This is an optimization exercise on Yosys and OpenROAD, whose aim is small area, not a production implementation.
Where RTL was checked, it was by simulation tests only, not by an equivalence proof against the original.
No functional check of the RTL was part of runs 3 to 5.
Power and IR drop assume default switching activity. No driver is modelled on the clock port, so clocking that relies on it looks cheaper here than on a real chip.

`flow/flow/run.sh`:
```
#!/bin/bash
# Own layout flow: the standard ORFS flow (standard.sh) with these changes
#  - synthesis: synth_recipe.tcl unchanged, but ABC maps the logic with an
#    area-recovering script (flow/synth_area.tcl, flow/abc_area.script);
#  - floorplan: the synthesis buffers are removed and every cell is set to
#    its smallest drive (flow/downsize.tcl); repair steps size up as needed;
#  - port buffers are sky130_fd_sc_hd__buf_1;
#  - clock tree: larger sink clusters, no dummy loads (flow/knobs.sh).
# Each ORFS step keeps its own log under orfs/logs/; make's output goes to
# flow_make.log here.
set -euo pipefail
here=$(pwd)
source "$here/flow/knobs.sh"
bash standard.sh \
  "SYNTH_SCRIPT=$here/flow/synth_area.tcl" \
  "FLOW_SYNTH_TCL=$here/synth_recipe.tcl" \
  "BUFFER_PORTS_ARGS=-buffer_cell sky130_fd_sc_hd__buf_1" \
  "REMOVE_ABC_BUFFERS=1" \
  "POST_FLOORPLAN_TCL=$here/flow/downsize.tcl" \
  "CTS_ARGS=$CTS_ARGS" \
  "${EXTRA[@]}" \
  finish > flow_make.log 2>&1
```
`flow/flow/abc_area.script`:
```
&get -n
&st
&dch
&nf -R 1000
&put
```
`flow/flow/downsize.tcl`:
```
# Swap every cell for the smallest-area cell of the same family (same name
# apart from the drive-strength suffix); the later repair steps size up
# whatever timing, slew or capacitance then needs.
set n 0
set saved 0.0
foreach inst [get_cells *] {
  set m [get_property $inst ref_name]
  if {![regexp {^(sky130_fd_sc_hd__[a-z0-9]+)_([0-9]+)$} $m -> base drv]} { continue }
  if {[regexp {tapvpwrvgnd|fill|decap|conb|diode} $base]} { continue }
  set cur [get_lib_cells */$m]
  set best $m
  set best_area [get_property $cur area]
  foreach lc [get_lib_cells */${base}_*] {
    set ln [get_property $lc name]
    if {![regexp "^${base}_\[0-9\]+\$" $ln]} { continue }
    set a [get_property $lc area]
    if {$a < $best_area - 1e-6} { set best $ln; set best_area $a }
  }
  if {$best ne $m} {
    set saved [expr {$saved + [get_property $cur area] - $best_area}]
    replace_cell $inst $best
    incr n
  }
}
puts "downsize: replaced $n cells, saved [format %.1f $saved] um2"
```
`flow/flow/knobs.sh`:
```
CTS_ARGS="-sink_clustering_enable -repair_clock_nets -dont_use_dummy_load -sink_clustering_size 35 -sink_clustering_max_diameter 90"
EXTRA=("POST_GLOBAL_PLACE_TCL=$here/flow/downsize.tcl")
```
`flow/flow/synth_area.tcl`:
```
# The standard synthesis (synth_recipe.tcl, sourced unchanged), except
# that the combinational mapping runs ABC with abc_area.script (beside this
# file) instead of ORFS's speed script. Registers are mapped before ABC and
# are not touched by it.
set my_abc_script [file join [file dirname [file normalize [info script]]] abc_area.script]
proc abc {args} {
  set i [lsearch -exact $args -script]
  if {$i >= 0} {
    lset args [expr {$i + 1}] $::my_abc_script
  }
  puts "abc with script $::my_abc_script"
  yosys abc {*}$args
}
source $::env(FLOW_SYNTH_TCL)
```
`flow/standard.sh`:
```
#!/bin/bash
# synth_recipe.tcl (not shown) runs the flow's synth.tcl, then flattens the netlist and writes it again
# the make line also repeats each setting of config.mk as NAME=value (left out here)
make -C /OpenROAD-flow-scripts/flow DESIGN_CONFIG=/design/flow/config.mk WORK_HOME=/design/flow/orfs CLKGATE_MAP_FILE= SYNTH_SCRIPT=/design/flow/synth_recipe.tcl "${@:-finish}"
```
`flow/config.mk`:
```
export PLATFORM = sky130hd
export DESIGN_NAME = mem_xlate_top
export DESIGN_NICKNAME = mem_xlate_top
export VERILOG_FILES = /design/flow/design.v
export SDC_FILE = /design/flow/constraint.sdc
export NUM_CORES = 4
export LEC_CHECK = 0
export CAP_MARGIN = 20
export CORE_MARGIN = 2
export CORE_UTILIZATION = 75
export SLEW_MARGIN = 20
```
`flow/constraint.sdc`:
```
create_clock -name core_clock -period 5.5 [get_ports {clk}]
set_input_delay 1.1000 -clock core_clock [delete_from_list [all_inputs] [get_ports {clk}]]
set_output_delay 1.1000 -clock core_clock [all_outputs]
set_load 0.01 [all_outputs]
```
`flow/design.v`:
```
`timescale 1ns/1ps
module tlb_lookup_stage #(
    parameter int TLB_ENTRIES = 8,
    localparam int IDX_W = $clog2(TLB_ENTRIES)
) (
    input  logic             clk,
    input  logic             rst,
    input  logic             tlb_we,
    input  logic [IDX_W-1:0] tlb_idx,
    input  logic [41:0]      tlb_wentry,    
    input  logic [19:0]      lk_vpn,
    output logic             lk_found,
    output logic             lk_v,
    output logic             lk_d,
    output logic [19:0]      lk_pfn
);
    logic [TLB_ENTRIES-1:0][19:0] vpn_q;
    logic [TLB_ENTRIES-1:0]       v_q;
    logic [TLB_ENTRIES-1:0][19:0] pfn_q;
    logic [TLB_ENTRIES-1:0]       d_q;
    logic [TLB_ENTRIES-1:0] wsel;
    logic [20:0]            wkey;
    assign wkey = {tlb_wentry[41:22], tlb_wentry[1]} & {21{~rst}};
    always_comb begin
        for (int i = 0; i < TLB_ENTRIES; i++) wsel[i] = tlb_we && (tlb_idx == IDX_W'(i));
    end
    always_ff @(posedge clk) begin
        for (int i = 0; i < TLB_ENTRIES; i++) begin
            if (wsel[i] || rst) begin
                vpn_q[i] <= wkey[20:1];
                v_q[i]   <= wkey[0];
            end
            if (wsel[i]) begin
                pfn_q[i] <= tlb_wentry[21:2];
                d_q[i]   <= tlb_wentry[0];
            end
        end
    end
    logic [TLB_ENTRIES-1:0] match;
    logic [TLB_ENTRIES-1:0] sel;
    always_comb begin
        for (int i = 0; i < TLB_ENTRIES; i++) match[i] = (vpn_q[i] == lk_vpn);
    end
    always_comb begin
        for (int i = 0; i < TLB_ENTRIES; i++) begin
            sel[i] = match[i];
            for (int j = 0; j < i; j++) sel[i] = sel[i] & ~match[j];
        end
    end
    always_comb begin
        lk_found = |match;
        lk_v     = 1'b0;
        lk_d     = 1'b0;
        lk_pfn   = '0;
        for (int i = 0; i < TLB_ENTRIES; i++) begin
            lk_v   = lk_v   | (sel[i] & v_q[i]);
            lk_d   = lk_d   | (sel[i] & d_q[i]);
            lk_pfn = lk_pfn | ({20{sel[i]}} & pfn_q[i]);
        end
    end
endmodule
`timescale 1ns/1ps
module access_check_stage (
    input  logic [3:0]  op,
    input  logic [31:0] va,
    input  logic        found,
    input  logic        v,
    input  logic        d,
    input  logic [19:0] pfn,
    input  logic [3:0]  wstrb,
    output logic        exc,
    output logic [4:0]  tag,
    output logic [31:0] addr
);
    logic unmapped, store, misaligned, miss_inv, mod;
    logic [2:0] code;
    assign unmapped = (va[31:30] == 2'b10);
    assign store    = (op >= 4'd5) && (op <= 4'd9);
    always_comb begin
        case (op)
            4'd4, 4'd7:       misaligned = (va[1:0] != 2'b00);
            4'd2, 4'd3, 4'd6: misaligned = va[0];
            default:          misaligned = 1'b0;
        endcase
    end
    assign miss_inv = !unmapped && (!found || !v);
    assign mod      = !unmapped && store && !d;
    assign exc      = misaligned | miss_inv | mod;
    always_comb begin
        if (misaligned)    code = store ? 3'd5 : 3'd4;
        else if (miss_inv) code = store ? 3'd3 : 3'd2;
        else               code = 3'd1;
    end
    assign tag[4]   = unmapped & va[29];
    assign tag[3:0] = exc ? {!misaligned && !unmapped && !found, code} : wstrb;
    assign addr[11:0]  = va[11:0];
    assign addr[28:12] = (exc || unmapped) ? va[28:12] : pfn[16:0];
    assign addr[31:29] = exc ? va[31:29] : (unmapped ? 3'b000 : pfn[19:17]);
endmodule
`timescale 1ns/1ps
module store_lane_stage (
    input  logic [3:0]  op,
    input  logic [1:0]  off,
    input  logic [31:0] rt,
    input  logic        exc,
    output logic [3:0]  wstrb,
    output logic [31:0] wdata
);
    logic sb, sh, sw, swl, swr;
    logic o0, o1, o2, o3;
    logic swl0, swl1, swl2, swl3, swr0, swr1, swr2, swr3;
    logic ok;
    logic [7:0] b0, b1, b2, b3;
    assign sb  = (op == 4'd5);
    assign sh  = (op == 4'd6);
    assign sw  = (op == 4'd7);
    assign swl = (op == 4'd8);
    assign swr = (op == 4'd9);
    assign o0  = (off == 2'd0);
    assign o1  = (off == 2'd1);
    assign o2  = (off == 2'd2);
    assign o3  = (off == 2'd3);
    assign swl0 = swl & o0;
    assign swl1 = swl & o1;
    assign swl2 = swl & o2;
    assign swl3 = swl & o3;
    assign swr0 = swr & o0;
    assign swr1 = swr & o1;
    assign swr2 = swr & o2;
    assign swr3 = swr & o3;
    assign ok   = ~exc;
    assign {b3, b2, b1, b0} = rt;
    logic s00, s03, s02, s01;
    logic s11, s10, s13, s12;
    logic s22, s20, s23, s21;
    logic s33, s30, s31, s32;
    assign s03 = ok & swl0;
    assign s02 = ok & swl1;
    assign s01 = ok & swl2;
    assign s00 = ~(ok & (swl0 | swl1 | swl2 | swr1));
    assign s10 = ok & (sb | swr1 | swr3);
    assign s13 = ok & (swl0 | swl1);
    assign s12 = ok & swl2;
    assign s11 = ~(ok & (sb | swr1 | swr3 | swl0 | swl1 | swl2));
    assign s20 = ok & (sb | sh | swr2 | swr3);
    assign s23 = ok & (swl0 | swl2);
    assign s21 = ok & swr1;
    assign s22 = ~(ok & (sb | sh | swr2 | swr3 | swl0 | swl2 | swr1));
    assign s30 = ok & (sb | swr3);
    assign s31 = ok & (sh | swr2);
    assign s32 = ok & swr1;
    assign s33 = ~(ok & (sb | swr3 | sh | swr2 | swr1 | swl2));
    assign wdata[7:0]   = ({8{s00}} & b0) | ({8{s01}} & b1) | ({8{s02}} & b2) | ({8{s03}} & b3);
    assign wdata[15:8]  = ({8{s10}} & b0) | ({8{s11}} & b1) | ({8{s12}} & b2) | ({8{s13}} & b3);
    assign wdata[23:16] = ({8{s20}} & b0) | ({8{s21}} & b1) | ({8{s22}} & b2) | ({8{s23}} & b3);
    assign wdata[31:24] = ({8{s30}} & b0) | ({8{s31}} & b1) | ({8{s32}} & b2) | ({8{s33}} & b3);
    assign wstrb[0] = (sb & o0) | (sh & ~off[1]) | sw | swl | swr0;
    assign wstrb[1] = (sb & o1) | (sh & ~off[1]) | sw | (swl & ~o0) | (swr & ~off[1]);
    assign wstrb[2] = (sb & o2) | (sh & off[1]) | sw | swl2 | swl3 | (swr & ~o3);
    assign wstrb[3] = (sb & o3) | (sh & off[1]) | sw | swl3 | swr;
endmodule
`timescale 1ns/1ps
module mem_xlate_top
#(
    parameter int TLB_ENTRIES = 8,
    localparam int IDX_W = $clog2(TLB_ENTRIES)
) (
    input  logic             clk,
    input  logic             rst,
    input  logic             flush,
    input  logic             req_valid,
    input  logic [3:0]       req_op,         
    input  logic [31:0]      req_vaddr,
    input  logic [31:0]      req_rt_data,
    input  logic             tlb_we,
    input  logic [IDX_W-1:0] tlb_idx,
    input  logic [41:0]      tlb_wentry,     
    output logic             out_valid,
    output logic [31:0]      out_paddr,
    output logic             out_uncached,
    output logic [3:0]       out_wstrb,
    output logic [31:0]      out_wdata,
    output logic             out_exc,
    output logic [4:0]       out_exc_code,
    output logic             out_refill,
    output logic [31:0]      out_badvaddr
);
    logic        lk_found, lk_v, lk_d;
    logic [19:0] lk_pfn;
    logic [3:0]  ln_wstrb;
    logic [31:0] ln_wdata;
    logic        n_exc;
    logic [4:0]  n_tag;
    logic [31:0] n_addr;
    logic [31:0] n_wdata;
    tlb_lookup_stage #(
        .TLB_ENTRIES(TLB_ENTRIES)
    ) u_lookup (
        .clk        (clk),
        .rst        (rst),
        .tlb_we     (tlb_we),
        .tlb_idx    (tlb_idx),
        .tlb_wentry (tlb_wentry),
        .lk_vpn     (req_vaddr[31:12]),
        .lk_found   (lk_found),
        .lk_v       (lk_v),
        .lk_d       (lk_d),
        .lk_pfn     (lk_pfn)
    );
    store_lane_stage u_lane (
        .op    (req_op),
        .off   (req_vaddr[1:0]),
        .rt    (req_rt_data),
        .exc   (n_exc),
        .wstrb (ln_wstrb),
        .wdata (ln_wdata)
    );
    access_check_stage u_check (
        .op    (req_op),
        .va    (req_vaddr),
        .found (lk_found),
        .v     (lk_v),
        .d     (lk_d),
        .pfn   (lk_pfn),
        .wstrb (ln_wstrb),
        .exc   (n_exc),
        .tag   (n_tag),
        .addr  (n_addr)
    );
    assign n_wdata = ln_wdata;
    logic [2:0]       p_valid;
    logic [2:0]       p_exc;
    logic [2:0][4:0]  p_tag;
    logic [2:0][31:0] p_addr;
    logic [2:0][31:0] p_wdata;
    always_ff @(posedge clk) begin
        if (rst) p_valid <= '0;
        else     p_valid <= {p_valid[1:0], req_valid} & {3{~flush}};
    end
    always_ff @(posedge clk) begin
        p_exc   <= {p_exc[1:0], n_exc};
        p_tag   <= {p_tag[1:0], n_tag};
        p_addr  <= {p_addr[1:0], ~n_addr};    
        p_wdata <= {p_wdata[1:0], n_wdata};
    end
    logic p_nexc;
    always_ff @(posedge clk) p_nexc <= ~p_exc[1];
    logic e;
    assign e = p_exc[2];
    assign out_valid    = p_valid[2];
    assign out_exc      = e;
    assign out_paddr    = ~(p_addr[2] | {32{e}});
    assign out_badvaddr = ~(p_addr[2] | {32{p_nexc}});
    assign out_wdata    = p_wdata[2];
    assign out_uncached = p_tag[2][4];
    assign out_wstrb    = e ? 4'b0000 : p_tag[2][3:0];
    assign out_exc_code = e ? {2'b00, p_tag[2][2:0]} : 5'd0;
    assign out_refill   = e & p_tag[2][3];
endmodule
```
==> results.json, run 1 <==
{
  "status": "timing/DRC/antenna clean",
  "ir_drop_mv": 0.372,
  "min_period_ns": 5.16,
  "dr_total_vias": 11300,
  "holdPathStages": 0,
  "syn-instance-count": 1234,
  "wl_per_cell_um": 22.1,
  "worstPathMaxFanout": 24,
  "postCtsSetupBuffers": 0,
  "layout-drive-gt1-share_pct": 4.06,
  "fp.coreArea_um2": 24900,
  "dieArea_um2": 26400,
  "rows": 58,
  "reg2reg_slack_ns": 0.91,
  "yosys_register_bits": 550,
  "slew_headroom_pct": 28.5,
  "hold_viol_final": 0,
  "hp-start": "p_addr[26]",
  "final_util_pct": 82.8,
  "maxSlewViolCount": 0,
  "gr-total-overflow": 0,
  "worst-setup-path-type": "input pin to register",
  "yosysSeqAreaShare_pct": 76.3,
  "htree_levels": 1,
  "hold_ws_ns": 0.307,
  "numClockSinks": 550,
  "cts_buffers": 19,
  "tightest_slew_ns": 1.06,
  "synthToLayoutAreaGrowth_pct": 9.41,
  "grt_max_degree": 41,
  "mostFrequentLayoutCells": "336 x edfxtp_1, 245 x buf_1, 214 x dfxtp_1, 105 x nand2_1, 92 x xor2_1",
  "tritoncts": "done",
  "finalSetupViolations": 0,
  "cp_slowest_cell": "or3_1",
  "finClkSkew_ns": 0.0291,
  "reg2regPathDepth": 16,
  "start_kind": "input pin",
  "initial_utilization_pct": 75.7,
  "hold_buffers": 0,
  "drt-total-wl_mm": 40.5,
  "io_buffers": 224,
  "worst_setup_path_end_kind": "register",
  "ant_nets": 0,
  "vias_per_cell": 6.15,
  "cp.arrival_ns": 5.57,
  "critical_path.cell_chain": "buf_1 > buf_1 > xor2_1 > nor4_1 > nand4_1 > nor4_1 > a22oi_1 > nand4_1 > nor2_1 > or3_1 > buf_1 > nor2_4 > clkbuf_4 > nand4_1 > o21ai_0",
  "r2r-end": "p_addr[27]",
  "final_cells": 1834,
  "drt_pass1_iterations": 9,
  "die_x_um": 163,
  "crit_family": "simple AND/OR/NAND/NOR gates",
  "grt_usage_pct": 30.7,
  "post-route-period-util_pct": 93.8,
  "critical_path_required_ns": 5.91,
  "antenna_found_initial": 0,
  "hold_path.class": "register to register",
  "clk_pin_slew_worst_paths_ns": 0.12,
  "cts_buffer_depth": 3,
  "dp_cells": 1814,
  "fmaxAchievable_mhz": 194,
  "max_stage_delay_ns": 0.53,
  "grt_pass1_vias": 10800,
  "avgSynthCellArea_um2": 15.3,
  "ys_warn_count": 3,
  "drt_iter0_drc": 1458,
  "tns_ns": 0,
  "p_leak_nw": 7.06,
  "cts_root_buffer": "clkbuf_16",
  "final_common_cell": "edfxtp_1",
  "ioPinCount": 227,
  "synthDistinctLibCells": 34,
  "r2r-start": "u_lookup.vpn_q[22]",
  "synth.cell_area_um2": 18800,
  "rsz0062_at_grt": "false",
  "hpwl_mm": 26.3,
  "power_per_cell_area_nw_per_um2": 338,
  "cp_num_buf_inv": 4,
  "whs_endpoint": "p_addr[58]",
  "nets": 1623,
  "cap_violations": 0,
  "clock_latency_ns": 0.55,
  "fp.dieH_um": 163,
  "grt_pass1_wl_mm": 60.5,
  "remaining_drc_errors": 0
}
==> routing by layer <==
layer	track usage [%]	part of all wire, %	up-vias
met5	0	0	-
met4	8.93	2.3	0
met3	4.23	9.7	70
met2	53.2	50	685
met1	41.4	38	5435
li1	-	-	5093
==> per-stage QoR <==
stage	area [µm²]	total power, mW	setup WS (ns)
global route	20600	7.17	0.106
finish	20600	6.96	0.339
CTS	20600	6.98	0.0192
global placement	20400	5.32	0.115
detailed placement	20100	5.33	-1.49
floorplan	18600	5.08	-1.38
==> worst max path at each step <==
stage,cells after the start,endpoint,startpoint
3_3_place_gp,17,p_addr[27],req_vaddr[27]
5_1_grt,17,p_addr[27],req_vaddr[27]
2_1_floorplan,15,p_wdata[24],req_vaddr[14]
6_report,15,p_addr[27],req_vaddr[16]
3_5_place_dp,18,p_addr[27],req_vaddr[13]
4_1_cts,17,p_addr[27],req_vaddr[27]
==> power by group <==
part | internal (mW) | total [mW] | switching, mW
logic | 0.173 | 0.498 | 0.324
clock network | 0.631 | 1.71 | 1.08
registers | 4.65 | 4.75 | 0.0975
==> worst reg2reg max path, stage by stage (launching register included) <==
cell and delay (ns):
edfxtp_1 0.41, xnor2_1 0.14, nand4_1 0.16, nor4_1 0.09
nand2_1 0.09, o21ai_0 0.13, or3b_1 0.49, nor4_1 0.51
a22oi_1 0.18, nand4_1 0.16, nor2_1 0.06, or3_1 0.53
buf_1 0.34, nor2_4 0.37, clkbuf_4 0.41, nand4_1 0.21
o21ai_0 0.19
==> registers in the layout (all words and copies together), names as in the netlist <==
| name | count |
|---|---|
| p_addr | 96 |
| p_exc | 3 |
| p_nexc | 1 |
| p_tag | 15 |
| p_valid | 3 |
| p_wdata | 96 |
| u_lookup.d_q | 8 |
| u_lookup.pfn_q | 160 |
| u_lookup.v_q | 8 |
| u_lookup.vpn_q | 160 |
==> cell type report <==
type	instances	area, µm²
multi-input combinational	637	4190
clock buffer	19	475
sequential	550	14400
fill	1308	4270
inverter	14	52.6
antenna	1	2.50
tap	330	413
timing repair buffer	283	1110
==> Yosys cell counts <==
library cell	count	area, µm²
edfxtp_1	336	10100
dfxtp_1	214	4280
nand2_1	105	394
nor2_1	92	345
xor2_1	92	806
xnor2_1	68	596
a222oi_1	54	541
nand4_1	43	269
buf_4	34	255
nor4_1	32	200
nor2b_1	30	188
o21ai_0	23	115
a221oi_1	18	158
a22o_1	17	149
clkinv_1	14	52.6
a22oi_1	11	82.6
nor3_1	11	55.1
or2_0	9	56.3
and2_0	8	50.1
nand2b_1	4	25.0
a21oi_1	3	15.0
nand3_1	2	10.0
o32ai_1	2	17.5
or3_1	2	12.5
a211o_1	1	8.76
a41o_1	1	10.0
conb_1	1	3.75
o21bai_1	1	7.51
o221ai_1	1	8.76
o22ai_1	1	6.26
o31a_1	1	8.76
o31ai_1	1	7.51
or3b_1	1	8.76
or4b_1	1	10.0
==> kinds of logic after synthesis <==
| logic type | count (synthesis) | share of synthesized area, % |
|---|---|---|
| flip-flops | 550 | 76.3 |
| other | 1 | 0.0199 |
| buffers and inverters | 48 | 1.63 |
| AO/OA/AOI/OAI | 135 | 6.02 |
| XOR/XNOR | 160 | 7.44 |
| AND/OR/NAND/NOR | 340 | 8.62 |
==> timing repair <==
action	4_1_cts	5_1_grt
gates resized for setup	12	7
setup endpoints to repair	12	31
endpoints found under the hold margin	0	0
pin swaps	0	0
==> inputs of run 2 (changes only) <==
==> flow/flow/abc_area.script (replaced) <==
&get -n
&st
&dch
&nf -R 1000 -p -C 32 -F 8
&put
==> results.json, run 2 <==
{
  "dr_total_vias": 11600,
  "grt_usage_pct": 33.2,
  "power_frac_clock_pct": 24.6,
  "synth_top_area_share_pct": 53.6,
  "ant_nets": 0,
  "cts_root_buffer": "clkbuf_16",
  "syn-instance-count": 1227,
  "fin_ws_ns": 0.157,
  "status": "timing/DRC/antenna clean",
  "cap_violations": 0,
  "grt_max_degree": 36,
  "post-route-period-util_pct": 97.2,
  "hpwl_mm": 28.9,
  "reg2reg_slack_ns": 0.79,
  "tns_ns": 0,
  "hold_ws_ns": 0.335,
  "worst-setup-path-type": "input pin to register",
  "synth.cell_area_um2": 18800,
  "p_seq_share_pct": 68.1,
  "async_flop_share_pct": 0,
  "rsz0062_at_grt": "false",
  "holdPathStages": 0,
  "synthDistinctLibCells": 35,
  "max_stage_delay_ns": 0.48,
  "tightest_slew_ns": 1.07,
  "final_common_cell": "edfxtp_1",
  "fmaxAchievable_mhz": 187,
  "dieArea_um2": 26400,
  "ir_drop_mv": 0.369,
  "io_buffers": 224,
  "hold_buffers": 0,
  "r2r-end": "p_wdata[12]",
  "pwr-share-comb_pct": 7.4,
  "ioPinCount": 227,
  "wl_met2_mm": 20.8,
  "hp-start": "p_addr[47]",
  "finClkSkew_ns": 0.0193,
  "yosys_register_bits": 550,
  "synthToLayoutAreaGrowth_pct": 9.50,
  "crit_family": "simple AND/OR/NAND/NOR gates",
  "grt_pass1_wl_mm": 65.0,
  "layout-drive-gt1-share_pct": 3.20,
  "clock_latency_ns": 0.55,
  "numClockSinks": 550,
  "crit_top_cell": "buf_1",
  "tritoncts": "done",
  "mostFrequentLayoutCells": "336 x edfxtp_1, 259 x buf_1, 214 x dfxtp_1, 107 x nand2_1, 84 x xor2_1",
  "wl_met3_mm": 5.34,
  "rows": 57,
  "synth-edff-count": 336,
  "hold_viol_final": 0,
  "synthFlopType": "edfxtp_1",
  "drt_iter0_drc": 2070,
  "netlist_top_cells_area": "edfxtp_1 54%, dfxtp_1 23%, a222oi_1 3.9%",
  "gr-total-overflow": 0,
  "ys_top_cells_by_count": "336 x edfxtp_1, 214 x dfxtp_1, 107 x nand2_1",
  "drt_pass1_iterations": 9,
  "grt_pass1_vias": 11000,
  "min_period_ns": 5.34,
  "nets": 1619,
  "maxUsedRoutingLayer": "met5",
  "finalSetupViolations": 0,
  "avgSynthCellArea_um2": 15.3,
  "antenna_found_initial": 2,
  "yosysSeqAreaShare_pct": 76.4,
  "power_per_cell_area_nw_per_um2": 339,
  "synth.most_common_cell": "edfxtp_1",
  "dp_cells": 1805,
  "final_cells": 1824,
  "power.internal_mw": 5.45,
  "r2r-start": "u_lookup.vpn_q[13]",
  "ys_warn_count": 3,
  "whs_endpoint": "p_addr[79]",
  "worstPathMaxFanout": 21,
  "hold_path.class": "register to register",
  "start_kind": "input pin",
  "synth_top_area_cell": "edfxtp_1",
  "reg_top3": "u_lookup.pfn_q (160), u_lookup.vpn_q (160)",
  "fp.dieH_um": 162,
  "cts_buffers": 19,
  "die_x_um": 162,
  "drt-total-wl_mm": 43.2,
  "slew_headroom_pct": 28.4,
  "worst_setup_path_end_kind": "register",
  "initial_utilization_pct": 76.9,
  "place_ws_ns": -0.701,
  "remaining_drc_errors": 0,
  "reg2regPathDepth": 17,
  "p_leak_nw": 6.93,
  "clk_pin_slew_worst_paths_ns": 0.11,
  "switchingPower_mw": 1.52,
  "swShare_pct": 21.9,
  "maxSlewViolCount": 0,
  "cp_slowest_cell": "a222oi_1",
  "cp.arrival_ns": 5.77,
  "vias_per_cell": 6.35,
  "fp.coreArea_um2": 24500,
  "critical_path.cell_chain": "buf_1 > buf_1 > xnor2_1 > nand4_1 > nor3_1 > nand3_1 > or3b_1 > nor4b_1 > clkbuf_4 > nand2_1 > nand3_1 > nand3_1 > a31oi_1 > buf_1 > nor3_1 > buf_1 > a222oi_1 > nand2_1",
  "htree_levels": 1,
  "cp_num_buf_inv": 5,
  "wl_per_cell_um": 23.7,
  "cts_buffer_depth": 3,
  "met1Wirelength_mm": 15.8,
  "postCtsSetupBuffers": 0,
  "critical_path_required_ns": 5.93
}
-- run 2: cell count changes after synthesis, sizes merged, moves of 12 or more --
cell | previous run | this run
a22o | 17 | 0
nand4 | 43 | 21
a221oi | 18 | 3
a222oi | 54 | 74
a21oi | 3 | 26
o21ai | 23 | 9
nand3 | 2 | 14
a41oi | 0 | 14
nor2 | 92 | 78
-- run 2: worst max-delay path by stage --
stage,cells past startpoint,to,from
floorplan,14,p_wdata[24],req_vaddr[29]
global placement,16,p_wdata[23],req_vaddr[24]
detailed placement,20,p_wdata[27],req_vaddr[27]
CTS,19,p_wdata[12],req_vaddr[27]
global route,19,p_wdata[11],req_vaddr[21]
finish,18,p_wdata[12],req_vaddr[17]
-- run 2: cells by family after synthesis --
| family | after synthesis | share of synthesized area, % |
|---|---|---|
| DFF | 550 | 76.4 |
| xor gates and xnor gates | 160 | 7.45 |
| and+or+nand+nor | 325 | 8.20 |
| buffers and inverters | 48 | 1.64 |
| AOI/OAI and AO/OA | 143 | 6.32 |
| other | 1 | 0.0199 |
-- run 2: per-layer routing --
| metal | vias up | global-route usage (%) |
|---|---|---|
| met5 | - | 0 |
| met4 | 2 | 9.49 |
| met3 | 112 | 5.30 |
| met2 | 920 | 54.2 |
| met1 | 5470 | 47.5 |
| li1 | 5087 | - |
-- run 2: final cells by class --
type                       instances  area [µm²]
fill                            1225        3850
antenna                            1        2.50
inverter                          14        52.6
multi-input combinational        630        4150
sequential                       550       14400
clock buffer                      19         475
tap                              324         405
timing repair buffer             286        1150
-- run 2: worst reg2reg max path, delay by kind of cell (launching register included) --
kind | cells | cell delay, ns
AO/OA/AOI/OAI | 2 | 0.72
AND/OR/NAND/NOR | 11 | 2.03
XOR/XNOR | 1 | 0.32
flip-flops | 1 | 0.40
buffers and inverters | 3 | 1.14
-- run 2: power by group through the flow --
stage          sequential, mW  combinational, mW  clock [mW]
3_5_place_dp             4.84              0.501           0
5_1_grt                  4.77              0.556        1.85
2_1_floorplan            4.82              0.252           0
3_3_place_gp             4.82              0.502           0
4_1_cts                  4.75              0.506        1.72
6_report                 4.75              0.515        1.71
-- run 2: what timing repair did --
item,in CTS,in global routing
hold endpoints to repair,0,0
gates cloned,0,0
setup endpoints to repair,8,31
gates resized for setup,3,7
-- run 2: stage by stage --
step / utilization (%) / cell area, µm² / power [mW]
global placement: 83.1 / 20300 / 5.33
finish: 84.2 / 20600 / 6.98
global route: 84.2 / 20600 / 7.18
CTS: 84.2 / 20600 / 6.97
floorplan: - / 18600 / 5.07
detailed placement: 82.2 / 20100 / 5.34
==> inputs of run 3 (changes only) <==
--- a/flow/design.v
+++ b/flow/design.v
@@ -10,7 +10,8 @@
     input  logic [41:0]      tlb_wentry,    
     input  logic [19:0]      lk_vpn,
+    input  logic             lk_store,
     output logic             lk_found,
     output logic             lk_v,
-    output logic             lk_d,
+    output logic             lk_fault,      
     output logic [19:0]      lk_pfn
 );
@@ -51,9 +52,9 @@
         lk_found = |match;
         lk_v     = 1'b0;
-        lk_d     = 1'b0;
+        lk_fault = 1'b0;
         lk_pfn   = '0;
         for (int i = 0; i < TLB_ENTRIES; i++) begin
             lk_v   = lk_v   | (sel[i] & v_q[i]);
-            lk_d   = lk_d   | (sel[i] & d_q[i]);
+            lk_fault = lk_fault | (sel[i] & (~v_q[i] | (lk_store & ~d_q[i])));
             lk_pfn = lk_pfn | ({20{sel[i]}} & pfn_q[i]);
         end
@@ -63,8 +64,9 @@
 module access_check_stage (
     input  logic [3:0]  op,
+    input  logic        store,
     input  logic [31:0] va,
     input  logic        found,
     input  logic        v,
-    input  logic        d,
+    input  logic        fault,
     input  logic [19:0] pfn,
     input  logic [3:0]  wstrb,
@@ -73,8 +75,7 @@
     output logic [31:0] addr
 );
-    logic unmapped, store, misaligned, miss_inv, mod;
+    logic unmapped, misaligned, miss_inv;
     logic [2:0] code;
     assign unmapped = (va[31:30] == 2'b10);
-    assign store    = (op >= 4'd5) && (op <= 4'd9);
     always_comb begin
         case (op)
@@ -85,6 +86,5 @@
     end
     assign miss_inv = !unmapped && (!found || !v);
-    assign mod      = !unmapped && store && !d;
-    assign exc      = misaligned | miss_inv | mod;
+    assign exc      = misaligned || (!unmapped && (!found || fault));
     always_comb begin
         if (misaligned)    code = store ? 3'd5 : 3'd4;
@@ -186,5 +186,6 @@
     output logic [31:0]      out_badvaddr
 );
-    logic        lk_found, lk_v, lk_d;
+    logic        lk_found, lk_v, lk_fault;
+    logic        is_store;
     logic [19:0] lk_pfn;
     logic [3:0]  ln_wstrb;
@@ -194,4 +195,5 @@
     logic [31:0] n_addr;
     logic [31:0] n_wdata;
+    assign is_store = (req_op >= 4'd5) && (req_op <= 4'd9);
     tlb_lookup_stage #(
         .TLB_ENTRIES(TLB_ENTRIES)
@@ -203,7 +205,8 @@
         .tlb_wentry (tlb_wentry),
         .lk_vpn     (req_vaddr[31:12]),
+        .lk_store   (is_store),
         .lk_found   (lk_found),
         .lk_v       (lk_v),
-        .lk_d       (lk_d),
+        .lk_fault   (lk_fault),
         .lk_pfn     (lk_pfn)
     );
@@ -218,8 +221,9 @@
     access_check_stage u_check (
         .op    (req_op),
+        .store (is_store),
         .va    (req_vaddr),
         .found (lk_found),
         .v     (lk_v),
-        .d     (lk_d),
+        .fault (lk_fault),
         .pfn   (lk_pfn),
         .wstrb (ln_wstrb),
==> flow/flow/abc_area.script (replaced) <==
&get -n
&st
&dch
&nf -R 1000
&put
==> flow/flow/knobs.sh (replaced) <==
CTS_ARGS="-sink_clustering_enable -repair_clock_nets -dont_use_dummy_load -sink_clustering_size 30 -sink_clustering_max_diameter 100"
EXTRA=("POST_GLOBAL_PLACE_TCL=$here/flow/downsize.tcl")
==> results.json, run 3 <==
{
  "synth.cell_area_um2": 19000,
  "htree_levels": 1,
  "ir_drop_mv": 0.438,
  "worst-setup-path-type": "input pin to register",
  "syn-instance-count": 1248,
  "cap_violations": 0,
  "die_x_um": 163,
  "wl_per_cell_um": 22.5,
  "drt_iter0_drc": 1760,
  "power_per_cell_area_nw_per_um2": 339,
  "yosysSeqAreaShare_pct": 75.8,
  "slew_headroom_pct": 21.2,
  "synthAdderAreaFrac_pct": 0,
  "async_flop_share_pct": 0,
  "grt_usage_pct": 31.4,
  "synth-simple-area-share_pct": 8.60,
  "n_fill_cell": 1287,
  "maxSlewViolCount": 0,
  "tritoncts": "done",
  "grt_max_degree": 39,
  "synth_xor_area_share_pct": 7.39,
  "synthDistinctLibCells": 32,
  "drt-total-wl_mm": 41.7,
  "p_total_mw": 7.05,
  "numClockSinks": 550,
  "avgSynthCellArea_um2": 15.2,
  "dieArea_um2": 26600,
  "status": "timing/DRC/antenna clean",
  "dr_total_vias": 11500,
  "tns_ns": 0,
  "synth.most_common_cell": "edfxtp_1",
  "regArea_um2": 14400,
  "worstPathMaxFanout": 17,
  "fp.coreArea_um2": 25000,
  "fp.dieH_um": 163,
  "synth_top_area_share_pct": 53.2,
  "multi_input_area_um2": 4280,
  "synthToLayoutAreaGrowth_pct": 9.59,
  "cts_root_buffer": "clkbuf_16",
  "netlist_top_cells_area": "edfxtp_1 53%, dfxtp_1 23%, xnor2_1 5.4%",
  "ys_top_cells_by_count": "336 x edfxtp_1, 214 x dfxtp_1, 116 x xnor2_1",
  "clock_latency_ns": 0.55,
  "synth-edff-count": 336,
  "final_cells": 1851,
  "synth_compound_area_share_pct": 5.61,
  "ys_warn_count": 3,
  "cp.arrival_ns": 5.46,
  "initial_utilization_pct": 75.9,
  "p_leak_nw": 6.99,
  "cts_buffer_depth": 3,
  "cts_buffers": 22,
  "rsz0062_at_grt": "false",
  "ant_nets": 0,
  "postCtsSetupBuffers": 0,
  "worst_setup_path_end_kind": "register",
  "synth_top_area_cell": "edfxtp_1",
  "yosys_register_bits": 550,
  "startpoint": "req_vaddr[18]",
  "r2r-start": "u_lookup.vpn_q[15]",
  "vias_per_cell": 6.19,
  "reg2reg_slack_ns": 1.14,
  "final_util_pct": 83.2,
  "ioPinCount": 227,
  "post-route-period-util_pct": 91.4,
  "grt_pass1_wl_mm": 61.8,
  "io_buffers": 224,
  "remaining_drc_errors": 0,
  "hold_ws_ns": 0.280,
  "fin_ws_ns": 0.471,
  "mostFrequentLayoutCells": "336 x edfxtp_1, 259 x buf_1, 214 x dfxtp_1, 116 x xnor2_1, 105 x nand2_1",
  "hpwl_mm": 27.4,
  "gr-total-overflow": 0,
  "place_area_um2": 20200,
  "final_common_cell": "edfxtp_1",
  "synthFlopType": "edfxtp_1",
  "reg_top3": "u_lookup.pfn_q (160), u_lookup.vpn_q (160)",
  "grt_pass1_vias": 11100,
  "rows": 58,
  "r2r-end": "p_wdata[27]",
  "fmaxAchievable_mhz": 199,
  "antenna_found_initial": 1,
  "place_ws_ns": -0.164,
  "stdcell_area_um2": 20800,
  "hold_viol_final": 0,
  "clk_pin_slew_worst_paths_ns": 0.11,
  "drt_pass1_iterations": 10,
  "reg2regPathDepth": 15,
  "hold_path.class": "register to register",
  "finalSetupViolations": 0,
  "dp_cells": 1828,
  "start_kind": "input pin",
  "nets": 1640,
  "layout-drive-gt1-share_pct": 3.29,
  "critical_path_required_ns": 5.93,
  "synthMuxAreaShare_pct": 0.898,
  "finClkSkew_ns": 0.0511,
  "min_period_ns": 5.03,
  "tightest_slew_ns": 1.18,
  "synth_top_family_by_area": "simple AND/OR/NAND/NOR gates",
  "critPathCapture": "p_wdata[27]"
}
==> run 3: cell count changes in the layout (fill, tap and decap cells not counted), moves of 11 or more <==
cell      delta
xor2_1      -40
nand3_1     -11
a22oi_1     +41
a21oi_1     -19
a222oi_1    -21
mux2i_1     +17
a41oi_1     -14
nand4_1     +30
xnor2_1     +40
==> run 3: what timing repair did <==
item,4_1_cts,5_1_grt
hold buffers,0,0
endpoints found under the hold margin,0,0
resized for setup,0,2
endpoints found under the setup margin,0,9
==> run 3: cell type report <==
cell class,count,share of cell area [%]
flip-flops and latches,550,69.2
multi-input cells,650,20.6
repair buffers,283,5.26
clock buffers,22,2.65
well taps,330,1.99
inverters,15,0.271
diodes,1,0.0120
==> run 3: worst min-delay path by stage <==
| stage | cells after the start | endpoint | from | slack, ns |
|---|---|---|---|---|
| final | 0 | p_addr[54] | p_addr[22] | 0.28 |
| after global routing | 0 | p_addr[54] | p_addr[22] | 0.28 |
| after CTS | 0 | p_addr[54] | p_addr[22] | 0.28 |
| after detailed placement | 0 | p_addr[64] | p_addr[32] | 0.31 |
| after global placement | 0 | p_addr[52] | p_addr[20] | 0.31 |
| after floorplan | 0 | p_addr[32] | p_addr[0] | 0.31 |
==> run 3: power by group <==
group,internal [mW],switching [mW],total [mW],leakage [nW]
Combinational,0.179,0.318,0.497,1.75
Sequential,4.64,0.0942,4.73,4.97
Clock,0.723,1.10,1.82,0.271
==> run 3: metal layers <==
| layer | routed length (µm) | global-route usage (%) | vias to the layer above |
|---|---|---|---|
| met5 | 0 | 0 | - |
| met4 | 1810 | 14.0 | 0 |
| met3 | 4090 | 4.63 | 127 |
| met2 | 20500 | 52.2 | 785 |
| met1 | 15300 | 41.8 | 5415 |
| li1 | - | - | 5126 |
==> run 3: logic make-up (layout without fill, tap and decap cells) <==
family	Yosys count	after routing
other	1	3
xor gates and xnor gates	160	160
AOI/OAI and AO/OA	132	132
and+or+nand+nor	339	339
muxes	17	17
buffers and inverters	49	320
DFF	550	550
==> run 3: critical path: stages <==
cell	delay (ns)
buf_1	0.06
buf_1	0.55
xor2_1	0.15
nor4_1	0.51
nand4_1	0.21
o21ai_0	0.32
nand3b_1	0.25
nor2_1	0.10
a22oi_1	0.20
and4_1	0.25
o21ai_1	0.17
buf_1	0.31
nor3_1	0.23
buf_1	0.60
a21oi_2	0.22
nand2_1	0.15
nand2_1	0.06
==> inputs of run 4 (changes only) <==
--- a/flow/design.v
+++ b/flow/design.v
@@ -10,9 +10,10 @@
     input  logic [41:0]      tlb_wentry,    
     input  logic [19:0]      lk_vpn,
-    input  logic             lk_store,
-    output logic             lk_found,
-    output logic             lk_v,
-    output logic             lk_fault,      
-    output logic [19:0]      lk_pfn
+    input  logic             lk_store,      
+    input  logic             lk_ok,         
+    output logic             lk_found,      
+    output logic             lk_v,          
+    output logic             lk_hit,        
+    output logic [19:0]      lk_pfn         
 );
     logic [TLB_ENTRIES-1:0][19:0] vpn_q;
@@ -49,13 +50,20 @@
         end
     end
+    logic [TLB_ENTRIES-1:0] use_ok;
+    logic [TLB_ENTRIES-1:0] sel_ok;
+    always_comb begin
+        for (int i = 0; i < TLB_ENTRIES; i++) begin
+            use_ok[i] = v_q[i] & (d_q[i] | ~lk_store);
+            sel_ok[i] = sel[i] & use_ok[i] & lk_ok;
+        end
+    end
     always_comb begin
         lk_found = |match;
+        lk_hit   = |sel_ok;
         lk_v     = 1'b0;
-        lk_fault = 1'b0;
         lk_pfn   = '0;
         for (int i = 0; i < TLB_ENTRIES; i++) begin
             lk_v   = lk_v   | (sel[i] & v_q[i]);
-            lk_fault = lk_fault | (sel[i] & (~v_q[i] | (lk_store & ~d_q[i])));
-            lk_pfn = lk_pfn | ({20{sel[i]}} & pfn_q[i]);
+            lk_pfn = lk_pfn | ({20{sel_ok[i]}} & pfn_q[i]);
         end
     end
@@ -68,7 +76,8 @@
     input  logic        found,
     input  logic        v,
-    input  logic        fault,
-    input  logic [19:0] pfn,
+    input  logic        hit,         
+    input  logic [19:0] pfn,         
     input  logic [3:0]  wstrb,
+    output logic        ok,          
     output logic        exc,
     output logic [4:0]  tag,
@@ -85,6 +94,7 @@
         endcase
     end
+    assign ok = !unmapped && !misaligned;
+    assign exc      = !hit && (misaligned || !unmapped);
     assign miss_inv = !unmapped && (!found || !v);
-    assign exc      = misaligned || (!unmapped && (!found || fault));
     always_comb begin
         if (misaligned)    code = store ? 3'd5 : 3'd4;
@@ -95,6 +105,6 @@
     assign tag[3:0] = exc ? {!misaligned && !unmapped && !found, code} : wstrb;
     assign addr[11:0]  = va[11:0];
-    assign addr[28:12] = (exc || unmapped) ? va[28:12] : pfn[16:0];
-    assign addr[31:29] = exc ? va[31:29] : (unmapped ? 3'b000 : pfn[19:17]);
+    assign addr[28:12] = pfn[16:0] | ({17{!hit}} & va[28:12]);
+    assign addr[31:29] = pfn[19:17] | ({3{exc}} & va[31:29]);
 endmodule
 `timescale 1ns/1ps
@@ -186,5 +196,5 @@
     output logic [31:0]      out_badvaddr
 );
-    logic        lk_found, lk_v, lk_fault;
+    logic        lk_found, lk_v, lk_hit, lk_ok;
     logic        is_store;
     logic [19:0] lk_pfn;
@@ -206,7 +216,8 @@
         .lk_vpn     (req_vaddr[31:12]),
         .lk_store   (is_store),
+        .lk_ok      (lk_ok),
         .lk_found   (lk_found),
         .lk_v       (lk_v),
-        .lk_fault   (lk_fault),
+        .lk_hit     (lk_hit),
         .lk_pfn     (lk_pfn)
     );
@@ -225,7 +236,8 @@
         .found (lk_found),
         .v     (lk_v),
-        .fault (lk_fault),
+        .hit   (lk_hit),
         .pfn   (lk_pfn),
         .wstrb (ln_wstrb),
+        .ok    (lk_ok),
         .exc   (n_exc),
         .tag   (n_tag),
==> results.json, run 4 <==
{
  "antenna_found_initial": 1,
  "multi_input_area_um2": 4250,
  "worst_setup_path_end_kind": "register",
  "syn-instance-count": 1262,
  "pwr-share-comb_pct": 7.0,
  "grt_usage_pct": 31.6,
  "synth_top_area_share_pct": 53.3,
  "n_fill_cell": 1300,
  "layout-drive-gt1-share_pct": 3.45,
  "rsz0062_at_grt": "false",
  "cp.arrival_ns": 5.55,
  "initial_utilization_pct": 75.9,
  "fmaxAchievable_mhz": 198,
  "dr_total_vias": 11600,
  "regArea_um2": 14400,
  "cts_buffer_depth": 3,
  "power_per_cell_area_nw_per_um2": 339,
  "startpoint": "req_vaddr[20]",
  "synth.most_common_cell": "edfxtp_1",
  "yosysSeqAreaShare_pct": 75.9,
  "numClockSinks": 550,
  "slew_headroom_pct": 26.1,
  "die_x_um": 163,
  "post-route-period-util_pct": 91.9,
  "critical_path_required_ns": 6.00,
  "critical_path.cell_chain": "buf_1 > buf_1 > xor2_1 > nor4_1 > nand4_1 > nor2_1 > nor4_1 > buf_1 > nand3_1 > nor3_1 > nor4_1 > nand2_1 > a21oi_1 > buf_1 > nor4_1 > clkbuf_2 > nor3_1 > clkbuf_2 > nand2_1 > nand2_1",
  "power_frac_clock_pct": 25.9,
  "wl_per_cell_um": 22.5,
  "cp_slowest_cell": "buf_1",
  "netlist_top_cells_area": "edfxtp_1 53%, dfxtp_1 23%, xor2_1 4.7%",
  "reg2regPathDepth": 18,
  "synth.cell_area_um2": 18900,
  "ir_drop_mv": 0.358,
  "final_cells": 1865,
  "fp.dieH_um": 163,
  "tritoncts": "done",
  "grt_pass1_wl_mm": 62.8,
  "worstPathMaxFanout": 17,
  "htree_levels": 1,
  "swShare_pct": 21.5,
  "switchingPower_mw": 1.51,
  "io_buffers": 224,
  "gr-total-overflow": 0,
  "fp.coreArea_um2": 25000,
  "clk_pin_slew_worst_paths_ns": 0.11,
  "diodes": 0,
  "start_kind": "input pin",
  "tightest_slew_ns": 1.11,
  "hpwl_mm": 27.7,
  "final_common_cell": "edfxtp_1",
  "synth_top_area_cell": "edfxtp_1",
  "synthToLayoutAreaGrowth_pct": 9.63,
  "hold_buffers": 0,
  "grt_pass1_vias": 11200,
  "nets": 1655,
  "p_seq_share_pct": 67.2,
  "ys_top_cells_by_count": "336 x edfxtp_1, 214 x dfxtp_1, 107 x nor2_1",
  "holdPathStages": 0,
  "hold_viol_final": 0,
  "fin_ws_ns": 0.444,
  "async_flop_share_pct": 0,
  "power.internal_mw": 5.53,
  "drt_iter0_drc": 1717,
  "finalSetupViolations": 0,
  "dieArea_um2": 26500,
  "synth-edff-count": 336,
  "hold_path.class": "register to register",
  "ys_warn_count": 3,
  "clock_latency_ns": 0.53,
  "finClkSkew_ns": 0.0429,
  "cts_buffers": 22,
  "dp_cells": 1843,
  "ant_nets": 0,
  "status": "timing/DRC/antenna clean",
  "p_leak_nw": 7.17,
  "worst-setup-path-type": "input pin to register",
  "remaining_drc_errors": 0,
  "cts_root_buffer": "clkbuf_16",
  "vias_per_cell": 6.23,
  "yosys_register_bits": 550,
  "cap_violations": 0,
  "synthFlopType": "edfxtp_1",
  "r2r-start": "u_lookup.vpn_q[34]",
  "min_period_ns": 5.06,
  "maxSlewViolCount": 0,
  "reg_top3": "u_lookup.pfn_q (160), u_lookup.vpn_q (160)",
  "place_ws_ns": -0.360,
  "place_area_um2": 20200,
  "mostFrequentLayoutCells": "336 x edfxtp_1, 253 x buf_1, 214 x dfxtp_1, 107 x nor2_1, 102 x xor2_1",
  "drt_pass1_iterations": 9,
  "synthDistinctLibCells": 33,
  "rows": 58,
  "drt-total-wl_mm": 42.0,
  "stdcell_area_um2": 20800,
  "ioPinCount": 227,
  "max_stage_delay_ns": 0.53,
  "hp-start": "p_addr[48]",
  "avgSynthCellArea_um2": 15.0,
  "p_total_mw": 7.04,
  "grt_max_degree": 42
}
==> run 4: repair_timing <==
action,4_1_cts,5_1_grt
gates resized for setup,0,8
setup endpoints to repair,0,17
buffers inserted,0,0
==> run 4: final timing paths <==
kind                            slack, ns          end
worst min-delay path                 0.33   p_addr[80]
worst max register to register       1.17  p_wdata[28]
worst min register to register       0.33   p_addr[80]
worst max-delay path                 0.44  p_wdata[28]
==> run 4: kinds of logic after synthesis <==
family,count (synthesis),synth area share (%)
XOR/XNOR,160,7.40
other,1,0.0198
flip-flops,550,75.9
buffers and inverters,49,1.65
AND/OR/NAND/NOR,359,9.12
AO/OA/AOI/OAI,143,5.91
==> run 4: critical path: cells and delay by family <==
family,cells,cell delay [ns]
compound gates,1,0.26
xor+xnor,1,0.19
buf+inv,6,1.67
simple gates,12,2.34
==> run 4: per-layer routing <==
metal / vias up / share of wire [%] / track usage [%] / wire, µm
li1: 5188 / - / - / -
met1: 5515 / 37 / 42.4 / 15400
met2: 800 / 49 / 53.3 / 20800
met3: 123 / 9.7 / 4.30 / 4070
met4: 2 / 4.1 / 12.6 / 1710
met5: - / 0.031 / 0 / 13
==> run 4: final cells by class <==
| class | instances | share of cell area (%) |
|---|---|---|
| Sequential cell | 550 | 69.2 |
| Multi-Input combinational cell | 664 | 20.5 |
| Timing Repair Buffer | 284 | 5.35 |
| Clock buffer | 22 | 2.65 |
| Tap cell | 330 | 1.99 |
| Inverter | 15 | 0.271 |
==> run 4: through the flow <==
step	hold slack [ns]	util (%)	setup TNS (ns)
2_1_floorplan	0.310	-	-12.99
3_3_place_gp	0.310	81.9	0
3_5_place_dp	0.312	80.9	-5.73
4_1_cts	0.320	83.1	0
5_1_grt	0.330	83.2	0
6_report	0.326	83.2	0
==> run 4: power by group through the flow <==
stage	sequential, mW	combinational, mW	clock, mW
after floorplan	4.81	0.246	0
after global placement	4.81	0.484	0
after detailed placement	4.83	0.482	0
after CTS	4.73	0.487	1.83
after global routing	4.75	0.536	1.96
final	4.73	0.490	1.82
==> inputs of run 5 (changes only) <==
--- a/flow/design.v
+++ b/flow/design.v
@@ -10,10 +10,8 @@
     input  logic [41:0]      tlb_wentry,    
     input  logic [19:0]      lk_vpn,
-    input  logic             lk_store,      
-    input  logic             lk_ok,         
-    output logic             lk_found,      
-    output logic             lk_v,          
-    output logic             lk_hit,        
-    output logic [19:0]      lk_pfn         
+    output logic             lk_found,
+    output logic             lk_v,
+    output logic             lk_d,
+    output logic [19:0]      lk_pfn
 );
     logic [TLB_ENTRIES-1:0][19:0] vpn_q;
@@ -50,20 +48,13 @@
         end
     end
-    logic [TLB_ENTRIES-1:0] use_ok;
-    logic [TLB_ENTRIES-1:0] sel_ok;
-    always_comb begin
-        for (int i = 0; i < TLB_ENTRIES; i++) begin
-            use_ok[i] = v_q[i] & (d_q[i] | ~lk_store);
-            sel_ok[i] = sel[i] & use_ok[i] & lk_ok;
-        end
-    end
     always_comb begin
         lk_found = |match;
-        lk_hit   = |sel_ok;
         lk_v     = 1'b0;
+        lk_d     = 1'b0;
         lk_pfn   = '0;
         for (int i = 0; i < TLB_ENTRIES; i++) begin
             lk_v   = lk_v   | (sel[i] & v_q[i]);
-            lk_pfn = lk_pfn | ({20{sel_ok[i]}} & pfn_q[i]);
+            lk_d   = lk_d   | (sel[i] & d_q[i]);
+            lk_pfn = lk_pfn | ({20{sel[i]}} & pfn_q[i]);
         end
     end
@@ -72,19 +63,18 @@
 module access_check_stage (
     input  logic [3:0]  op,
-    input  logic        store,
     input  logic [31:0] va,
     input  logic        found,
     input  logic        v,
-    input  logic        hit,         
-    input  logic [19:0] pfn,         
+    input  logic        d,
+    input  logic [19:0] pfn,
     input  logic [3:0]  wstrb,
-    output logic        ok,          
     output logic        exc,
     output logic [4:0]  tag,
     output logic [31:0] addr
 );
-    logic unmapped, misaligned, miss_inv;
+    logic unmapped, store, misaligned, miss_inv, mod;
     logic [2:0] code;
     assign unmapped = (va[31:30] == 2'b10);
+    assign store    = (op >= 4'd5) && (op <= 4'd9);
     always_comb begin
         case (op)
@@ -94,7 +84,7 @@
         endcase
     end
-    assign ok = !unmapped && !misaligned;
-    assign exc      = !hit && (misaligned || !unmapped);
     assign miss_inv = !unmapped && (!found || !v);
+    assign mod      = !unmapped && store && !d;
+    assign exc      = misaligned | miss_inv | mod;
     always_comb begin
         if (misaligned)    code = store ? 3'd5 : 3'd4;
@@ -105,6 +95,6 @@
     assign tag[3:0] = exc ? {!misaligned && !unmapped && !found, code} : wstrb;
     assign addr[11:0]  = va[11:0];
-    assign addr[28:12] = pfn[16:0] | ({17{!hit}} & va[28:12]);
-    assign addr[31:29] = pfn[19:17] | ({3{exc}} & va[31:29]);
+    assign addr[28:12] = (exc || unmapped) ? va[28:12] : pfn[16:0];
+    assign addr[31:29] = exc ? va[31:29] : (unmapped ? 3'b000 : pfn[19:17]);
 endmodule
 `timescale 1ns/1ps
@@ -196,6 +186,5 @@
     output logic [31:0]      out_badvaddr
 );
-    logic        lk_found, lk_v, lk_hit, lk_ok;
-    logic        is_store;
+    logic        lk_found, lk_v, lk_d;
     logic [19:0] lk_pfn;
     logic [3:0]  ln_wstrb;
@@ -205,5 +194,4 @@
     logic [31:0] n_addr;
     logic [31:0] n_wdata;
-    assign is_store = (req_op >= 4'd5) && (req_op <= 4'd9);
     tlb_lookup_stage #(
         .TLB_ENTRIES(TLB_ENTRIES)
@@ -215,9 +203,7 @@
         .tlb_wentry (tlb_wentry),
         .lk_vpn     (req_vaddr[31:12]),
-        .lk_store   (is_store),
-        .lk_ok      (lk_ok),
         .lk_found   (lk_found),
         .lk_v       (lk_v),
-        .lk_hit     (lk_hit),
+        .lk_d       (lk_d),
         .lk_pfn     (lk_pfn)
     );
@@ -232,12 +218,10 @@
     access_check_stage u_check (
         .op    (req_op),
-        .store (is_store),
         .va    (req_vaddr),
         .found (lk_found),
         .v     (lk_v),
-        .hit   (lk_hit),
+        .d     (lk_d),
         .pfn   (lk_pfn),
         .wstrb (ln_wstrb),
-        .ok    (lk_ok),
         .exc   (n_exc),
         .tag   (n_tag),
@@ -260,6 +244,4 @@
         p_wdata <= {p_wdata[1:0], n_wdata};
     end
-    logic p_nexc;
-    always_ff @(posedge clk) p_nexc <= ~p_exc[1];
     logic e;
     assign e = p_exc[2];
@@ -267,5 +249,5 @@
     assign out_exc      = e;
     assign out_paddr    = ~(p_addr[2] | {32{e}});
-    assign out_badvaddr = ~(p_addr[2] | {32{p_nexc}});
+    assign out_badvaddr = ~(p_addr[2] | {32{~e}});
     assign out_wdata    = p_wdata[2];
     assign out_uncached = p_tag[2][4];
==> flow/flow/run.sh (replaced) <==
#!/bin/bash
set -euo pipefail
here=$(pwd)
bash standard.sh \
  "BUFFER_PORTS_ARGS=-buffer_cell sky130_fd_sc_hd__buf_1" \
  "REMOVE_ABC_BUFFERS=1" \
  "POST_FLOORPLAN_TCL=$here/flow/downsize.tcl" \
  "CTS_ARGS=-sink_clustering_enable -repair_clock_nets -dont_use_dummy_load -sink_clustering_size 30 -sink_clustering_max_diameter 100" \
  finish > flow_make.log 2>&1
--- a/flow/config.mk
+++ b/flow/config.mk
@@ -8,4 +8,4 @@
 export CAP_MARGIN = 20
 export CORE_MARGIN = 2
-export CORE_UTILIZATION = 75
+export CORE_UTILIZATION = 65
 export SLEW_MARGIN = 20
removed: flow/flow/abc_area.script
removed: flow/flow/knobs.sh
removed: flow/flow/synth_area.tcl
==> results.json, run 5 <==
{
  "synthFlopType": "edfxtp_1",
  "r2r-start": "u_lookup.vpn_q[68]",
  "reg2reg_slack_ns": 1.72,
  "clock_latency_ns": 0.55,
  "synth.cell_area_um2": 19900,
  "finalSetupViolations": 0,
  "p_leak_nw": 7.53,
  "hold_ws_ns": 0.329,
  "ir_drop_mv": 0.254,
  "worst-setup-path-type": "input pin to register",
  "hp-start": "p_wdata[19]",
  "cts_root_buffer": "clkbuf_16",
  "tritoncts": "done",
  "dr_total_vias": 11700,
  "yosysSeqAreaShare_pct": 72.2,
  "slew_headroom_pct": 27.2,
  "htree_levels": 1,
  "initial_utilization_pct": 65.5,
  "drt-total-wl_mm": 44.7,
  "final_util_pct": 71.0,
  "cap_violations": 0,
  "maxSlewViolCount": 0,
  "dieArea_um2": 32000,
  "post-route-period-util_pct": 80.5,
  "io_buffers": 224,
  "nets": 1681,
  "async_flop_share_pct": 0,
  "wl_per_cell_um": 22.9,
  "n_fill_cell": 2099,
  "critical_path_required_ns": 5.91,
  "grt_pass1_wl_mm": 65.0,
  "ys_warn_count": 3,
  "synth.most_common_cell": "edfxtp_1",
  "hold_buffers": 0,
  "antenna_found_initial": 0,
  "cts_buffers": 22,
  "startpoint": "req_vaddr[30]",
  "finClkSkew_ns": 0.0499,
  "min_period_ns": 4.43,
  "vias_per_cell": 5.96,
  "ant_nets": 0,
  "reg_top3": "u_lookup.pfn_q (160), u_lookup.vpn_q (160)",
  "grt_pass1_vias": 10700,
  "final_common_cell": "edfxtp_1",
  "postCtsSetupBuffers": 0,
  "rsz0062_at_grt": "false",
  "tns_ns": 0,
  "mostFrequentLayoutCells": "336 x edfxtp_1, 224 x buf_1, 212 x dfxtp_1, 84 x xnor2_1, 76 x xor2_1",
  "hpwl_mm": 29.0,
  "tightest_slew_ns": 1.09,
  "grt_usage_pct": 27.7,
  "ys_top_cells_by_count": "336 x edfxtp_1, 213 x dfxtp_1, 84 x xnor2_1",
  "synthDistinctLibCells": 56,
  "worstPathMaxFanout": 21,
  "synth_top_area_share_pct": 50.7,
  "ioPinCount": 227,
  "status": "timing/DRC/antenna clean",
  "hold_path.class": "register to register",
  "yosys_register_bits": 549,
  "place.gp.congestion": 0.913,
  "cp.arrival_ns": 4.84,
  "gr-total-overflow": 0,
  "remaining_drc_errors": 0,
  "place_area_um2": 21000,
  "synth_top_area_cell": "edfxtp_1",
  "clk_pin_slew_worst_paths_ns": 0.11,
  "grt_max_degree": 74,
  "cts_resized": 0,
  "layout-drive-gt1-share_pct": 6.21,
  "fp.dieH_um": 179,
  "drt_pass1_iterations": 6,
  "worst_setup_path_end_kind": "register",
  "start_kind": "input pin",
  "numClockSinks": 549,
  "syn-instance-count": 1374,
  "netlist_top_cells_area": "edfxtp_1 51%, dfxtp_1 21%, xnor2_1 3.7%",
  "synthToLayoutAreaGrowth_pct": 8.33,
  "drt_iter0_drc": 1372,
  "avgSynthCellArea_um2": 14.5,
  "stdcell_area_um2": 21500,
  "cts_buffer_depth": 3,
  "hold_viol_final": 0,
  "fmaxAchievable_mhz": 226,
  "power_per_cell_area_nw_per_um2": 331,
  "fp.coreArea_um2": 30300,
  "die_x_um": 179,
  "synth-edff-count": 336,
  "rows": 64
}
## run 5: cell count changes after synthesis, sizes merged, moves of 26 or more
cell    delta
a22oi     -45
nor2      -45
clkbuf    +44
nand2     -34
nor2b     +30
buf       +29
o21ai     +29
inv       +26
xnor2     +26
xor2      -26
## run 5: path summary, 6_finish.rpt
| check | endpoint | depth (start not counted) |
|---|---|---|
| max | p_addr[22] | 11 |
| min | p_wdata[51] | 0 |
| max reg2reg | p_addr[22] | 10 |
| min reg2reg | p_wdata[51] | 0 |
## run 5: kinds of logic after synthesis
family	synth area share, %
flip-flops	72.2
AND/OR/NAND/NOR	8.02
AO/OA/AOI/OAI	7.91
XOR/XNOR	7.05
buffers and inverters	3.79
multiplexers	1.01
other	0.0189
## run 5: report_power, final
group          switching [mW]  internal (mW)  total, mW
combinational           0.350          0.204      0.554
clock                    1.12          0.723       1.85
sequential             0.0959           4.64       4.73
## run 5: critical path, stage by stage
cell,delay (ns)
buf_1,0.55
xnor2_1,0.19
nand4_1,0.12
nor3_1,0.35
nand2_1,0.24
nor3b_4,0.92
a221oi_1,0.23
and3_1,0.24
or3_1,0.53
buf_12,0.24
mux2i_1,0.12
## run 5: per-stage QoR
stage / instances / power [mW] / setup WS [ns]
4_1_cts: 1957 / 7.16 / 1.05
3_3_place_gp: 1935 / 5.36 / 0.501
5_1_grt: 1957 / 7.37 / 0.924
2_1_floorplan: 1268 / 5.10 / 0.737
3_5_place_dp: 1935 / 5.38 / 0.478
6_report: 1958 / 7.13 / 1.07
## run 5: area by class of cell
class	count	area, µm²	area share, %
flip-flops and latches	549	14400	66.7
diodes	1	2.50	0.0116
inverters	26	97.6	0.453
well taps	396	495	2.30
repair buffers	271	1210	5.60
multi-input cells	693	4830	22.4
clock buffers	22	551	2.56
## run 5: layer usage
| metal | vias to the layer above | track usage (%) | share of wire (%) | wire (µm) |
|---|---|---|---|---|
| met2 | 590 | 45.7 | 48 | 21500 |
| met5 | - | 0 | 0 | 0 |
| met1 | 5686 | 39.7 | 42 | 18800 |
| met3 | 55 | 3.50 | 8.0 | 3600 |
| li1 | 5331 | - | - | - |
| met4 | 0 | 6.37 | 1.9 | 864 |

==> re-timing with driven ports <==
No port has a modelled driver above. Below, the same layouts with a new extraction and two added sets of constraints.
Step 1: set_driving_cell puts a clkbuf_16 on clk and a buf_2 on each other input, an assumption about the parent block.
Step 2 also shifts input and output timing later by t, the mid clock arrival at the registers, as if the neighbouring blocks saw the same clock.
Three values: no drivers, after step 1, after step 2; two values: the first two.
run | t (ns) | slack for setup (ns) | hold WS [ns] | worst data-port slew with drivers (ns) | pins driven straight from the clock port
run 1 | 0.589 | 0.339 / 0.368 / -0.222 | 0.307 / 0.307 / 0.307 | 0.07 | 1
run 2 | 0.582 | 0.157 / 0.177 / -0.405 | 0.335 / 0.335 / 0.335 | 0.10 | 1
run 3 | 0.580 | 0.471 / 0.497 / -0.082 | 0.280 / 0.280 / 0.280 | 0.08 | 1
run 4 | 0.573 | 0.444 / 0.465 / -0.108 | 0.326 / 0.326 / 0.326 | 0.07 | 1
run 5 | 0.586 | 1.071 / 1.098 / 0.512 | 0.329 / 0.329 / 0.329 | 0.08 | 1
Met with ideal ports but missed after step 2: setup timing in run 1, run 2, run 3 and run 4. The setup slack of run 2, which loses most, moves by +0.020 ns with the drivers and by -0.562 ns with both steps.
